Context: an optimization exercise on an open-source flow, tuned for small area, a short achievable clock period and few clock cycles per item. The choices shown serve that exercise and are no tape-out recipe.
Only simulation tests tie the RTL to the original design; equivalence was not proved.
Power and IR drop assume default switching activity.

## de1soc_top
module de1soc_top (
    input  logic        clock,
    input  logic        reset,
    input  logic [31:0] in_data,
    input  logic        in_valid,
    output logic        upstream_stall,
    output logic [31:0] out_data,
    output logic        out_valid,
    input  logic        downstream_stall
);
==> flow/config.mk <==
export PLATFORM = sky130hd
export DESIGN_NAME = de1soc_top
export DESIGN_NICKNAME = de1soc_top
export VERILOG_FILES = /design/flow/design.v
export SDC_FILE = /design/flow/constraint.sdc
export NUM_CORES = 4
export LEC_CHECK = 0
export CAP_MARGIN = 20
export CORE_MARGIN = 2
export CORE_UTILIZATION = 40
export CTS_CLUSTER_DIAMETER = 70
export CTS_CLUSTER_SIZE = 25
export SLEW_MARGIN = 20
==> flow/constraint.sdc <==
create_clock -name core_clock -period 16.0 [get_ports {clock}]
set_input_delay 3.2000 -clock core_clock [delete_from_list [all_inputs] [get_ports {clock}]]
set_output_delay 3.2000 -clock core_clock [all_outputs]
set_load 0.01 [all_outputs]
standard.sh (not shown) runs the stock make flow with config.mk's settings and CLKGATE_MAP_FILE= SYNTH_SCRIPT=/design/flow/synth_recipe.tcl, a recipe that flattens the netlist after the stock synthesis.
==> flow/flow/run.sh <==
#!/bin/bash
# The standard layout (standard.sh), except that timing repair aims for
# 11 ns of setup slack on the 16 ns clock (paths of about 5 ns) instead of 0,
# and the port buffers are buf_4 cells rather than the flow's default pick.
# The make output goes to flow_make.log; ORFS keeps each step's log under
# orfs/logs/.
set -euo pipefail
bash standard.sh SETUP_SLACK_MARGIN=11 'BUFFER_PORTS_ARGS=-buffer_cell sky130_fd_sc_hd__buf_4' finish > flow_make.log 2>&1
The baseline finished clean.
Testbench counts at the start, summed over its fixed seeds: cycles 14,504, frames 512.
==> next run, changes <==
==> flow/flow/run.sh (replaced) <==
#!/bin/bash
# The standard layout (standard.sh), except that timing repair aims for
# 11 ns of setup slack on the 16 ns clock (paths of about 5 ns) instead of 0.
# The make output goes to flow_make.log; ORFS keeps each step's log under
# orfs/logs/.
set -euo pipefail
bash standard.sh SETUP_SLACK_MARGIN=11 finish > flow_make.log 2>&1
After rerunning: Die area does not change. Wire length stays flat. Fmax shrinks by 5.3%. Power goes down by about 1.4%. First-iteration DRC count fell by 4.3%. Register-to-register slack hardly moves. Cell area hardly moves. Combinational power is about the same. Sequential share of layout area barely changes. Synthesized area stays the same. Via count came out lower by 0.87%.
==> next run, changes <==
==> flow/run.sh (new file) <==
#!/bin/bash
# synth_recipe.tcl (not shown) runs the flow's synth.tcl, then flattens the netlist and writes it again
# the make line also repeats each setting of config.mk as NAME=value (left out here)
make -C /OpenROAD-flow-scripts/flow DESIGN_CONFIG=/design/flow/config.mk WORK_HOME=/design/flow/orfs CLKGATE_MAP_FILE= SYNTH_SCRIPT=/design/flow/synth_recipe.tcl finish
removed: flow/flow/run.sh
removed: flow/standard.sh
Result: Synthesized cell count stays the same. Die area is unchanged. Non-clock buffer count goes down by 1. Count of clock-buffer cells in the layout stays the same.
==> next run, changes <==
==> flow/flow/run.sh (new file) <==
#!/bin/bash
# The standard layout (standard.sh), except that timing repair aims for
# 11.7 ns of setup slack on the 16 ns clock (paths of about 4.3 ns) instead of 0,
# and the port buffers are buf_4 cells rather than the flow's default pick.
# The make output goes to flow_make.log; ORFS keeps each step's log under
# orfs/logs/.
set -euo pipefail
bash standard.sh SETUP_SLACK_MARGIN=11.7 'BUFFER_PORTS_ARGS=-buffer_cell sky130_fd_sc_hd__buf_4' finish > flow_make.log 2>&1
==> flow/standard.sh (new file) <==
#!/bin/bash
# synth_recipe.tcl (not shown) runs the flow's synth.tcl, then flattens the netlist and writes it again
# the make line also repeats each setting of config.mk as NAME=value (left out here)
make -C /OpenROAD-flow-scripts/flow DESIGN_CONFIG=/design/flow/config.mk WORK_HOME=/design/flow/orfs CLKGATE_MAP_FILE= SYNTH_SCRIPT=/design/flow/synth_recipe.tcl "${@:-finish}"
removed: flow/run.sh
=> Setup slack improved by 430 ps; combinational power stays flat; design area climbs by 0.36%; fmax climbs by 9.5%; worst hold slack hardly moves; utilization climbs by 0.15 points.

--- another note on this design; it stands on its own ---

Design de1soc_top, start of the top module:
module de1soc_top (
    input  logic        clock,
    input  logic        reset,
    input  logic [31:0] in_data,
    input  logic        in_valid,
    output logic        upstream_stall,
    output logic [31:0] out_data,
    output logic        out_valid,
    input  logic        downstream_stall
);
clock: 16.0 ns
lec_check: 0
cap_margin: 20
core_margin: 2
core_utilization: 70
cts_cluster_diameter: 70
cts_cluster_size: 25
slew_margin: 20
standard.sh (not shown) runs the stock make flow with config.mk's settings and CLKGATE_MAP_FILE= SYNTH_SCRIPT=/design/flow/synth_recipe.tcl, a recipe that flattens the netlist after the stock synthesis.
==> flow/flow/run.sh <==
#!/bin/bash
# The standard layout (standard.sh), except that timing repair aims for
# 11.7 ns of setup slack on the 16 ns clock (paths of about 4.3 ns) instead of 0,
# and the port buffers are buf_4 cells rather than the flow's default pick.
# The make output goes to flow_make.log; ORFS keeps each step's log under
# orfs/logs/.
set -euo pipefail
bash standard.sh SETUP_SLACK_MARGIN=11.7 'BUFFER_PORTS_ARGS=-buffer_cell sky130_fd_sc_hd__buf_4' finish > flow_make.log 2>&1
Testbench counts at the start, summed over its fixed seeds: cycles 14,504, frames 512.
Then changed:
==> flow/flow/run.sh (replaced) <==
#!/bin/bash
# The standard layout (standard.sh), except that timing repair aims for
# 12.2 ns of setup slack on the 16 ns clock (paths of about 3.8 ns) instead of 0,
# and the port buffers are buf_4 cells rather than the flow's default pick.
# The make output goes to flow_make.log; ORFS keeps each step's log under
# orfs/logs/.
set -euo pipefail
bash standard.sh SETUP_SLACK_MARGIN=12.2 'BUFFER_PORTS_ARGS=-buffer_cell sky130_fd_sc_hd__buf_4' finish > flow_make.log 2>&1
Result:
- The changed run passed the timing, DRC and antenna checks
- final area goes up by 1.8%
- first-iteration DRC count increases by 19%
- worst setup slack gets worse by 42 ps
- non-clock buffer count rises by 25
- sequential power barely changes
- routed wire length goes up by 0.88%
- total power goes down by 0.57%
- combinational power stays flat
Then changed:
==> flow/flow/run.sh (replaced) <==
#!/bin/bash
# The standard layout (standard.sh), except that timing repair aims for
# 11.7 ns of setup slack on the 16 ns clock (paths of about 4.3 ns) instead of 0,
# and the port buffers are buf_4 cells rather than the flow's default pick.
# The make output goes to flow_make.log; ORFS keeps each step's log under
# orfs/logs/.
set -euo pipefail
bash standard.sh SETUP_SLACK_MARGIN=11.7 'BUFFER_PORTS_ARGS=-buffer_cell sky130_fd_sc_hd__buf_4' finish > flow_make.log 2>&1
- CORE_UTILIZATION: 70 -> 80
The changed run completed with no timing, DRC or antenna violations.
Design area is lower by a few percent.
Power is higher by a few percent.
Fmax is lower by a few percent.
Register-to-register slack degrades by 260 ps.
Global-route usage is higher by 13 points.
Area after synthesis does not change.
Die area is lower by roughly a tenth.
Count of clock-buffer cells in the layout is higher by 5.
Core utilization is higher by 8.3 points.
Then changed:
- CORE_UTILIZATION: 80 -> 40
Sequential power came out lower by about 2%.
Wire length falls by 19%.
Hold slack gets worse by 11 ps.
Total power fell by 2.3%.
Cell area rises by 2.8%.
Non-clock buffer count grows by 11.

[re-timing with driven ports]
No port has a modelled driver above. Below, the same layouts with a new extraction and two added sets of constraints.
Step 1 (the two cells are an assumption about what drives the block):
set clk [get_ports {clock}]
set_driving_cell -lib_cell sky130_fd_sc_hd__clkbuf_16 $clk
set_driving_cell -lib_cell sky130_fd_sc_hd__buf_2 [delete_from_list [all_inputs] $clk]
Step 2 times the ports against the registers' clock, not the clock port: input delays grow and output delays shrink by t, the midpoint of the rising clock arrivals with the driver on.
Three values: ideal ports, drivers, drivers and shift; two values: the first two.
| run | t (ns) | setup slack, ns | pins driven straight from the clock port |
|---|---|---|---|
| the first run of note 1 | 0.668 | 11.415 / 11.340 / 11.346 | 1 |
| the second run of note 1 | 0.663 | 11.161 / 11.084 / 11.055 | 1 |
| the third run of note 1 | 0.661 | 11.058 / 10.982 / 11.047 | 1 |
| the fourth run of note 1 | 0.669 | 11.486 / 11.413 / 11.211 | 1 |
| the first run of note 2 | 0.646 | 11.571 / 11.509 / 11.373 | 1 |
| the second run of note 2 | 0.675 | 11.529 / 11.463 / 11.625 | 1 |
| the third run of note 2 | 0.687 | 11.427 / 11.385 / 11.177 | 1 |
| the fourth run of note 2 | 0.696 | 11.526 / 11.458 / 11.229 | 1 |
After both steps setup and hold are still met in every run listed. The setup slack of the fourth run of note 2, which loses most, moves by -0.068 ns with the drivers and by -0.297 ns with both steps.
